From an optimization exercise on the open Yosys and OpenROAD flow, aimed at small area; shortcuts taken in it are not production practice. The RTL was checked by simulation tests, not by an equivalence proof against the original design. No activity file was given, so power comes from the tool's default toggle rates.

## v37
==> flow/design.v <==
`default_nettype none
package rs_pkg;
    localparam int SLOT_W = $clog2(4);   
    typedef logic [32-1:0] data_t;        
    typedef struct packed {
        logic              spare;   
        logic              bank;    
        logic [SLOT_W-1:0] slot;    
    } row_fields_t;
    typedef union packed {
        logic [4-1:0] raw;
        row_fields_t          f;
    } row_tag_u;
    localparam logic BANK_ADD = 1'b0;
    localparam logic BANK_MUL = 1'b1;
endpackage
`default_nettype wire
`timescale 1ns/1ps
`default_nettype none
module reservation_station (
    input  wire         clk,
    input  wire         reset,
    input  wire         dispatch,
    input  wire         dispatch_is_mul,
    input  wire  [31:0] src1_value,
    input  wire  [31:0] src2_value,
    input  wire  [3:0]  src1_tag,
    input  wire  [3:0]  src2_tag,
    input  wire         src1_ready,
    input  wire         src2_ready,
    input  wire         add_bc_valid,
    input  wire  [3:0]  add_bc_tag,
    input  wire  [31:0] add_bc_value,
    input  wire         mul_bc_valid,
    input  wire  [3:0]  mul_bc_tag,
    input  wire  [31:0] mul_bc_value,
    input  wire         free_valid,
    input  wire  [3:0]  free_tag,
    output logic [3:0]  available,
    output logic        add_full,
    output logic        mul_full,
    output logic [31:0] rs1_val,
    output logic [31:0] rs2_val,
    output logic [3:0]  row,
    output logic        calculate
);
    localparam int ROWS = 8;
    logic [ROWS-1:0]        b;
    logic [ROWS-1:0]        v1;
    logic [ROWS-1:0]        v2;
    logic [ROWS-1:0][31:0]  d1;    
    logic [ROWS-1:0][31:0]  d2;
    assign d1 = ~d1n;
    assign d2 = ~d2n;
    logic [ROWS-1:0][31:0]  d1n;
    logic [ROWS-1:0][31:0]  d2n;
    logic [ROWS-1:0]        g;     
    logic [ROWS-1:0] used;
    logic [3:0]      add_free, mul_free;    
    logic [ROWS-1:0] al;                    
    logic [ROWS-1:0] fr;                    
    logic [ROWS-1:0] req, gnt;
    logic            av, mv;                
    assign used = b | v1;
    assign add_full = &used[3:0];
    assign mul_full = &used[7:4];
    assign add_free = ~used[3:0] & (used[3:0] + 4'd1);
    assign mul_free = ~used[7:4] & (used[7:4] + 4'd1);
    always_comb begin
        available[3] = 1'b0;
        available[2] = dispatch_is_mul;
        if (dispatch_is_mul) begin
            available[1:0] = !used[4] ? 2'd0 : !used[5] ? 2'd1 : !used[6] ? 2'd2 : 2'd3;
        end else begin
            available[1:0] = !used[0] ? 2'd0 : !used[1] ? 2'd1 : !used[2] ? 2'd2 : 2'd3;
        end
    end
    assign al = {mul_free & {4{dispatch && dispatch_is_mul}},
                 add_free & {4{dispatch && !dispatch_is_mul}}};
    always_comb begin
        for (int i = 0; i < ROWS; i++) begin
            fr[i] = free_valid && (free_tag[2:0] == 3'(i));
        end
    end
    assign av = add_bc_valid && !add_bc_tag[3];
    assign mv = mul_bc_valid && !mul_bc_tag[3];
    logic s1a, s1m, s2a, s2m;
    assign s1a = add_bc_valid && (add_bc_tag == src1_tag);
    assign s1m = mul_bc_valid && (mul_bc_tag == src1_tag);
    assign s2a = add_bc_valid && (add_bc_tag == src2_tag);
    assign s2m = mul_bc_valid && (mul_bc_tag == src2_tag);
    logic [31:0] w1, w2;    
    assign w1 = {src1_value[31:3], src1_ready ? src1_value[2:0] : src1_tag[2:0]};
    assign w2 = {src2_value[31:3], src2_ready ? src2_value[2:0] : src2_tag[2:0]};
    logic [ROWS-1:0] ah1, mh1, ah2, mh2;
    logic [ROWS-1:0] ss1, sa1, sm1, ss2, sa2, sm2;
    always_comb begin
        for (int i = 0; i < ROWS; i++) begin
            ah1[i] = b[i] && !v1[i] && av && (d1[i][2:0] == add_bc_tag[2:0]);
            mh1[i] = b[i] && !v1[i] && mv && (d1[i][2:0] == mul_bc_tag[2:0]);
            ah2[i] = b[i] && !v2[i] && av && (d2[i][2:0] == add_bc_tag[2:0]);
            mh2[i] = b[i] && !v2[i] && mv && (d2[i][2:0] == mul_bc_tag[2:0]);
            ss1[i] = al[i] && (src1_ready || !(s1a || s1m));
            sa1[i] = (al[i] && !src1_ready && s1a) || ah1[i];
            sm1[i] = (al[i] && !src1_ready && !s1a && s1m) || (mh1[i] && !ah1[i]);
            ss2[i] = al[i] && (src2_ready || !(s2a || s2m));
            sa2[i] = (al[i] && !src2_ready && s2a) || ah2[i];
            sm2[i] = (al[i] && !src2_ready && !s2a && s2m) || (mh2[i] && !ah2[i]);
        end
    end
    assign req = b & v1 & v2;
    assign gnt = req & ~(req - 8'd1);
    always_ff @(posedge clk) begin
        if (reset) begin
            b  <= '0;
            v1 <= '0;
            v2 <= '0;
            g  <= '0;
        end else begin
            g <= gnt;
            for (int i = 0; i < ROWS; i++) begin
                if (fr[i]) begin
                    b[i]  <= 1'b0;
                    v1[i] <= 1'b0;
                    v2[i] <= 1'b0;
                end else if (al[i]) begin
                    b[i]  <= 1'b1;
                    v1[i] <= src1_ready || s1a || s1m;
                    v2[i] <= src2_ready || s2a || s2m;
                end else begin
                    if (gnt[i]) b[i] <= 1'b0;
                    if (ah1[i] || mh1[i]) v1[i] <= 1'b1;
                    if (ah2[i] || mh2[i]) v2[i] <= 1'b1;
                end
            end
        end
    end
    always_ff @(posedge clk) begin
        for (int i = 0; i < ROWS; i++) begin
            d1n[i] <= ~(({32{ss1[i]}} & w1) | ({32{sa1[i]}} & add_bc_value)
                        | ({32{sm1[i]}} & mul_bc_value))
                      & ({32{ss1[i] || sa1[i] || sm1[i]}} | d1n[i]);
            d2n[i] <= ~(({32{ss2[i]}} & w2) | ({32{sa2[i]}} & add_bc_value)
                        | ({32{sm2[i]}} & mul_bc_value))
                      & ({32{ss2[i] || sa2[i] || sm2[i]}} | d2n[i]);
        end
    end
    always_comb begin
        rs1_val = '0;
        rs2_val = '0;
        for (int i = 0; i < ROWS; i++) begin
            rs1_val = rs1_val | ({32{g[i]}} & d1[i]);
            rs2_val = rs2_val | ({32{g[i]}} & d2[i]);
        end
    end
    assign calculate = |g;
    assign row = {1'b0, |g[7:4], g[2] | g[3] | g[6] | g[7], g[1] | g[3] | g[5] | g[7]};
endmodule
`default_nettype wire
Settings: LEC_CHECK=0, CAP_MARGIN=20, CORE_MARGIN=2, CORE_UTILIZATION=55, SLEW_MARGIN=20; clock period 4.0 ns.
standard.sh (not shown) runs the stock make flow with config.mk's settings and CLKGATE_MAP_FILE= SYNTH_SCRIPT=/design/flow/synth_recipe.tcl, a recipe that flattens the netlist after the stock synthesis.
==> flow/flow/run.sh <==
#!/bin/bash
# Standard layout, with the smallest buffer on the ports and a lighter clock tree.
set -euo pipefail
export BUFFER_PORTS_ARGS="-buffer_cell sky130_fd_sc_hd__buf_1"
export CTS_ARGS="-sink_clustering_enable -repair_clock_nets -dont_use_dummy_load -buf_list sky130_fd_sc_hd__clkbuf_8 -sink_clustering_size 16 -sink_clustering_max_diameter 60"
bash standard.sh > make_flow.log 2>&1
#### Input delta (v49 over v37)
Settings: putting CTS_BUF_LIST at sky130_fd_sc_hd__clkbuf_4 where nothing was set; swapping 55 for 40 in CORE_UTILIZATION.
==> flow/flow/run.sh <==
#!/bin/bash
# Standard layout, with the smallest buffer on the ports.
set -euo pipefail
export BUFFER_PORTS_ARGS="-buffer_cell sky130_fd_sc_hd__buf_1"
bash standard.sh > make_flow.log 2>&1
[summary]
Final worst-path cycle share (lower): v37
Taking v37 as the reference, in v49 first-pass GRT wire length rose by 2.0%, number of I/O pins stayed essentially flat.
Clock skew ended up 0.030 ns lower on v49 than on v37.
Clock latency on the worst-skew pair: v49 vs v37 up 0.33 ns
From v37 to v49 the numbers moved as follows: half-perimeter wire length after detailed placement +2.7%, clock network power share grew by 11 points, count of plain and timing-repair buffers shows a reduction of 1.6%.
#### Input delta (v25 over v49)
Settings: changing CORE_UTILIZATION from 40 to 55; changing CAP_MARGIN from 20 to 0; removing CTS_BUF_LIST (formerly sky130_fd_sc_hd__clkbuf_4); changing SLEW_MARGIN from 20 to 0.
-- flow/flow/run.sh --
<<< v49, line 2
# Standard layout, with the smallest buffer on the ports.
>>> v25, line 2
# Standard layout, with the smallest buffer on the ports and a lighter clock tree.
<<< v49, line 5
>>> v25, line 5
export CTS_ARGS="-sink_clustering_enable -repair_clock_nets -dont_use_dummy_load -buf_list sky130_fd_sc_hd__clkbuf_16 -sink_clustering_size 30 -sink_clustering_max_diameter 100"
Notes after the runs:
- Having completed the whole flow, v25 delivered a layout that passed the timing, design-rule and antenna checks.
- Comparing met1 wire length for v49 and v25, the bigger number came from v49.
- Worst setup path endpoint: rs2_val[31] -> v25, rs1_val[31] -> v49
- Delta (v25 minus v49): total power -about 14%, number of antenna violations at the first check in global routing increased by 2 relative to the old numbers, clock latency at the later pin of the worst-skew pair now smaller.
The inputs of v20 differ from those of v25 as listed below.
Settings: CORE_UTILIZATION now 40, was 55; SLEW_MARGIN now 20, was 0; CAP_MARGIN now 20, was 0.
==> flow/run.sh (new file) <==
#!/bin/bash
# synth_recipe.tcl (not shown) runs the flow's synth.tcl, then flattens the netlist and writes it again
# the make line also repeats each setting of config.mk as NAME=value (left out here)
make -C /OpenROAD-flow-scripts/flow DESIGN_CONFIG=/design/flow/config.mk WORK_HOME=/design/flow/orfs CLKGATE_MAP_FILE= SYNTH_SCRIPT=/design/flow/synth_recipe.tcl finish
removed: flow/flow/run.sh
removed: flow/standard.sh
==> comparison <==
Worst setup slack: higher on v25. The initial antenna violation count of v20 falls short of that of v25 by 8. Fraction of power consumed by the clock network was lower in v25 than in v20. In v20, the total detailed-routing wirelength came out 3.4% above the value in v25. Taking v25 as the reference point, the die area of v20 rises by 37%.

* * *

job 6511:
reservation_station, a different RTL version from the one above (not shown whole).
For scale: ~2,900 cells after synthesis, about 540 flip-flops, roughly 230 I/O pins, roughly 25,000 sq um of cells after synthesis.
clock: 4.0 ns
lec_check: 0
cap_margin: 20
core_margin: 2
core_utilization: 55
slew_margin: 20
==> flow/flow/run.sh <==
#!/bin/bash
# The standard layout (standard.sh), with these changes:
#  - synthesis maps logic with an area-oriented ABC script (flow/abc_area.script)
#    in place of ORFS's abc_speed.script; everything else in synthesis is the
#    standard one, so the registers are the standard synthesis's;
#  - ports buffered with the smallest buffer (buf_1) instead of clkdlybuf4s50_1;
#  - clock tree from clkbuf_8 with larger sink clusters and no dummy loads.
# Each make step writes its own log under orfs/logs; make's output goes to make_*.log.
set -euo pipefail
rm -rf scripts_own
cp -r "$FLOW_HOME/scripts" scripts_own
cp flow/abc_area.script scripts_own/abc_speed.script
export BUFFER_PORTS_ARGS="-buffer_cell sky130_fd_sc_hd__buf_1"
export CTS_ARGS="-sink_clustering_enable -repair_clock_nets -dont_use_dummy_load -buf_list sky130_fd_sc_hd__clkbuf_8 -sink_clustering_size 16 -sink_clustering_max_diameter 60"
SCRIPTS_DIR="$PWD/scripts_own" bash standard.sh synth > make_synth.log 2>&1
bash standard.sh > make_flow.log 2>&1
==> flow/flow/abc_area.script <==
strash
&get -n
&fraig -x
&put
dc2
dch -f
map -a
strash
dch -f
map -a
Job 6511: no failed stages, no open violations at the end
Input changes introduced in job 7424 (baseline for comparison: job 6511):
Settings: a change of CORE_UTILIZATION from 55 to 42.
Results
- Utilization: job 7424 < job 6511
- Area: job 7424 vs job 6511 -> job 7424 larger
- Non-clock buffer count went up slightly going from job 6511 to job 7424.
Setup changes, job 7424 to job 9465
Settings: putting GPL_TIMING_DRIVEN at 0 where nothing was set.
[summary]
- In job 9465 the implementation ran to completion but is not tape-out ready, as the final checks report negative setup slack.
- Between job 9465 and job 7424, final worst slack is lower for job 9465, job 7424 comes in above that.
- Job 9465 ends up with a number of logic stages on the critical path including buffering that is 10 higher than in job 7424.
- The proportion of power drawn by combinational gates in job 9465 was higher than what job 7424 gave.
- Compared to job 7424, job 9465 has area of all placed cells without fillers about 3.6% higher.
- Job 9465 vs. job 7424: area growth from synthesis to layout went up by 4.3 points.
Modified inputs, job 8142 compared to job 9465
Settings: GPL_TIMING_DRIVEN no longer set, was 0.
--- a/flow/flow/run.sh
+++ b/flow/flow/run.sh
@@ -12,5 +12,5 @@
 cp flow/abc_area.script scripts_own/abc_speed.script
 export BUFFER_PORTS_ARGS="-buffer_cell sky130_fd_sc_hd__buf_1"
-export CTS_ARGS="-sink_clustering_enable -repair_clock_nets -dont_use_dummy_load -buf_list sky130_fd_sc_hd__clkbuf_8 -sink_clustering_size 16 -sink_clustering_max_diameter 60"
+export CTS_ARGS="-sink_clustering_enable -repair_clock_nets -dont_use_dummy_load -buf_list sky130_fd_sc_hd__clkbuf_8 -sink_clustering_size 12 -sink_clustering_max_diameter 50"
 SCRIPTS_DIR="$PWD/scripts_own" bash standard.sh synth > make_synth.log 2>&1
 bash standard.sh > make_flow.log 2>&1
### Flow results
Job 8142 went all the way through synthesis, placement and routing and the layout is clean on timing, DRC and antenna.
Job 8142 falls short of job 9465 in wire length.
In job 8142 the number of vias per cell turned out about 2.5% lower than in job 9465.
Looking at power, job 8142 sits about 3.3% higher than job 9465 does.
Against job 9465, job 8142 comes in 0.35 ns higher on setup slack of the critical path after layout.
Max non-clock buffer count across job 8142 and job 9465: job 8142
What job 945 does differently from job 8142 at the input level:
--- a/flow/flow/run.sh
+++ b/flow/flow/run.sh
@@ -12,5 +12,5 @@
 cp flow/abc_area.script scripts_own/abc_speed.script
 export BUFFER_PORTS_ARGS="-buffer_cell sky130_fd_sc_hd__buf_1"
-export CTS_ARGS="-sink_clustering_enable -repair_clock_nets -dont_use_dummy_load -buf_list sky130_fd_sc_hd__clkbuf_8 -sink_clustering_size 12 -sink_clustering_max_diameter 50"
+export CTS_ARGS="-sink_clustering_enable -repair_clock_nets -dont_use_dummy_load -buf_list sky130_fd_sc_hd__clkbuf_8 -sink_clustering_size 16 -sink_clustering_max_diameter 60"
 SCRIPTS_DIR="$PWD/scripts_own" bash standard.sh synth > make_synth.log 2>&1
 bash standard.sh > make_flow.log 2>&1
--- a/flow/flow/abc_area.script
+++ b/flow/flow/abc_area.script
@@ -9,2 +9,5 @@
 dch -f
 map -a
+strash
+dch -f
+map -a
Findings:
- Side by side, routed wire length turned out higher in job 945 than in job 8142.
- Diff job 8142..job 945 | number of register bits inferred by synthesis | unchanged
- Between job 8142 and job 945, the area after synthesis figures differ only marginally.
- Compared job 945 against job 8142; total die area within noise.
- Job 945 vs job 8142: last weighted congestion value of the routability-driven placer up slightly
Modified inputs, job 1216 compared to job 945
--- a/flow/flow/run.sh
+++ b/flow/flow/run.sh
@@ -2,5 +2,5 @@
 # The standard layout (standard.sh), with these changes:
 #  - synthesis maps logic with an area-oriented ABC script (flow/abc_area.script)
-#    in place of ORFS's abc_speed.script; everything else in synthesis is the
+#    (with ABC buffering and sizing at the end) in place of ORFS's abc_speed.script; everything else in synthesis is the
 #    standard one, so the registers are the standard synthesis's;
 #  - ports buffered with the smallest buffer (buf_1) instead of clkdlybuf4s50_1;
==> flow/flow/abc_area.script <==
strash
&get -n
&fraig -x
&put
dc2
dch -f
map -a
strash
dch -f
map -a
topo
stime -c
buffer -c
upsize -c
dnsize -c
[summary]
Setup slack: job 945 and job 1216 compared, lower one is job 1216. Cell area | job 1216 vs job 945 | job 1216 larger. Detailed-routing iteration count for the pre-antenna-repair pass in job 1216 vs job 945: up 2. Job 1216 has completed all stages; timing, DRC and antenna checks passed. Summary of job 1216 over job 945: final critical delay including setup and external delays now larger; number of hold violations in the final report neither gained nor lost much; relative area change from synthesis to final layout went down; number of instances in the placed design now larger. Compared with job 945, job 1216 shows a higher number of instances in the synthesized netlist. Looking at area share of buffers outside the clock network, job 1216 sits 0.78 points lower than job 945 does.

* * *

## lane 1
reservation_station again, from the RTL that the note above started with.
Design reservation_station, start of the top module:
module reservation_station (
    input  wire         clk,
    input  wire         reset,
    input  wire         dispatch,
    input  wire         dispatch_is_mul,
    input  wire  [31:0] src1_value,
    input  wire  [31:0] src2_value,
    input  wire  [3:0]  src1_tag,
    input  wire  [3:0]  src2_tag,
    input  wire         src1_ready,
    input  wire         src2_ready,
    input  wire         add_bc_valid,
    input  wire  [3:0]  add_bc_tag,
    input  wire  [31:0] add_bc_value,
    input  wire         mul_bc_valid,
    input  wire  [3:0]  mul_bc_tag,
    input  wire  [31:0] mul_bc_value,
    input  wire         free_valid,
    input  wire  [3:0]  free_tag,
    output logic [3:0]  available,
    output logic        add_full,
    output logic        mul_full,
    output logic [31:0] rs1_val,
    output logic [31:0] rs2_val,
    output logic [3:0]  row,
    output logic        calculate
);
export LEC_CHECK = 0
export CAP_MARGIN = 10
export CORE_MARGIN = 2
export CORE_UTILIZATION = 42
export SLEW_MARGIN = 10
create_clock -name core_clock -period 4.0 [get_ports {clk}]
==> flow/flow/run.sh <==
#!/bin/bash
# The standard layout (standard.sh), with these changes:
#  - synthesis maps logic with an area-oriented ABC script (flow/abc_area.script)
#    in place of ORFS's abc_speed.script; everything else in synthesis is the
#    standard one, so the registers are the standard synthesis's;
#  - ports buffered with the smallest buffer (buf_1) instead of clkdlybuf4s50_1;
#  - clock tree from clkbuf_8 with larger sink clusters and no dummy loads.
# Each make step writes its own log under orfs/logs; make's output goes to make_*.log.
set -euo pipefail
rm -rf scripts_own
cp -r "$FLOW_HOME/scripts" scripts_own
cp flow/abc_area.script scripts_own/abc_speed.script
export BUFFER_PORTS_ARGS="-buffer_cell sky130_fd_sc_hd__buf_1"
export CTS_ARGS="-sink_clustering_enable -repair_clock_nets -dont_use_dummy_load -buf_list sky130_fd_sc_hd__clkbuf_8 -sink_clustering_size 12 -sink_clustering_max_diameter 50"
SCRIPTS_DIR="$PWD/scripts_own" bash standard.sh synth > make_synth.log 2>&1
bash standard.sh > make_flow.log 2>&1
==> flow/flow/abc_area.script <==
strash
&get -n
&fraig -x
&put
dc2
dch -f
map -a
strash
dch -f
map -a
The final layout from lane 1, which completed every stage, passed the timing, design-rule and antenna checks at the end of the flow.
## Diff of input files: lane 5 against lane 1
Settings: CAP_MARGIN: 10 -> 20; SLEW_MARGIN: 10 -> 20.
diff --git a/flow/flow/run.sh b/flow/flow/run.sh
--- a/flow/flow/run.sh
+++ b/flow/flow/run.sh
@@ -12,5 +12,5 @@
 cp flow/abc_area.script scripts_own/abc_speed.script
 export BUFFER_PORTS_ARGS="-buffer_cell sky130_fd_sc_hd__buf_1"
-export CTS_ARGS="-sink_clustering_enable -repair_clock_nets -dont_use_dummy_load -buf_list sky130_fd_sc_hd__clkbuf_8 -sink_clustering_size 12 -sink_clustering_max_diameter 50"
+export CTS_ARGS="-sink_clustering_enable -repair_clock_nets -dont_use_dummy_load -buf_list sky130_fd_sc_hd__clkbuf_8 -sink_clustering_size 14 -sink_clustering_max_diameter 55"
 SCRIPTS_DIR="$PWD/scripts_own" bash standard.sh synth > make_synth.log 2>&1
 bash standard.sh > make_flow.log 2>&1
Findings:
| portion of the layout cell area used by non-clock buffers | lane 5 vs lane 1 | ≈ equal |. Across both runs, share of total power in combinational logic was higher for lane 5 than for lane 1. | overall routing resource usage | lane 5 vs lane 1 | ≈ equal |. Lane 5 has less setup slack than lane 1. In lane 5, the antenna diode count came out 3 above the value in lane 1.

-- what the ideal ports hide --
How much do the figures lean on ideal ports? The routed layouts below were timed once more, with nothing changed but the port constraints.
Step 1: set_driving_cell puts a clkbuf_16 on clk and a buf_2 on each other input, an assumption about the parent block.
Step 2 also shifts input and output timing later by t, the mid clock arrival at the registers, as if the neighbouring blocks saw the same clock.
a / b / c = no drivers / after step 1 / after step 2; a / b = the first two.
run	t, ns	slack for setup (ns)	hold WS [ns]
v37	0.726	0.225 / 0.161 / 0.179	0.469 / 0.469 / 0.469
v49	1.073	0.038 / -0.026 / 0.071	0.202 / 0.164 / 0.466
v25	0.662	0.311 / 0.245 / 0.197	0.472 / 0.472 / 0.472
v20	0.712	0.226 / 0.158 / 0.069	0.468 / 0.468 / 0.468
job 6511	0.749	0.138 / 0.077 / -0.278	0.275 / 0.240 / 0.471
job 7424	0.721	0.256 / 0.195 / -0.174	0.301 / 0.261 / 0.470
job 9465	0.774	-0.129 / -0.130 / -0.869	0.277 / 0.243 / 0.471
job 8142	0.709	0.220 / 0.159 / -0.199	0.368 / 0.335 / 0.463
job 945	0.748	0.329 / 0.264 / -0.028	0.332 / 0.295 / 0.481
job 1216	0.754	0.248 / 0.189 / -0.153	0.330 / 0.299 / 0.485
lane 1	0.709	0.220 / 0.159 / -0.199	0.368 / 0.335 / 0.463
lane 5	0.749	0.201 / 0.141 / -0.166	0.314 / 0.278 / 0.469
Met with ideal ports but missed after step 2: setup timing in 7 of these runs. The setup slack of job 9465, which loses most, moves by -0.001 ns with the drivers and by -0.740 ns with both steps.
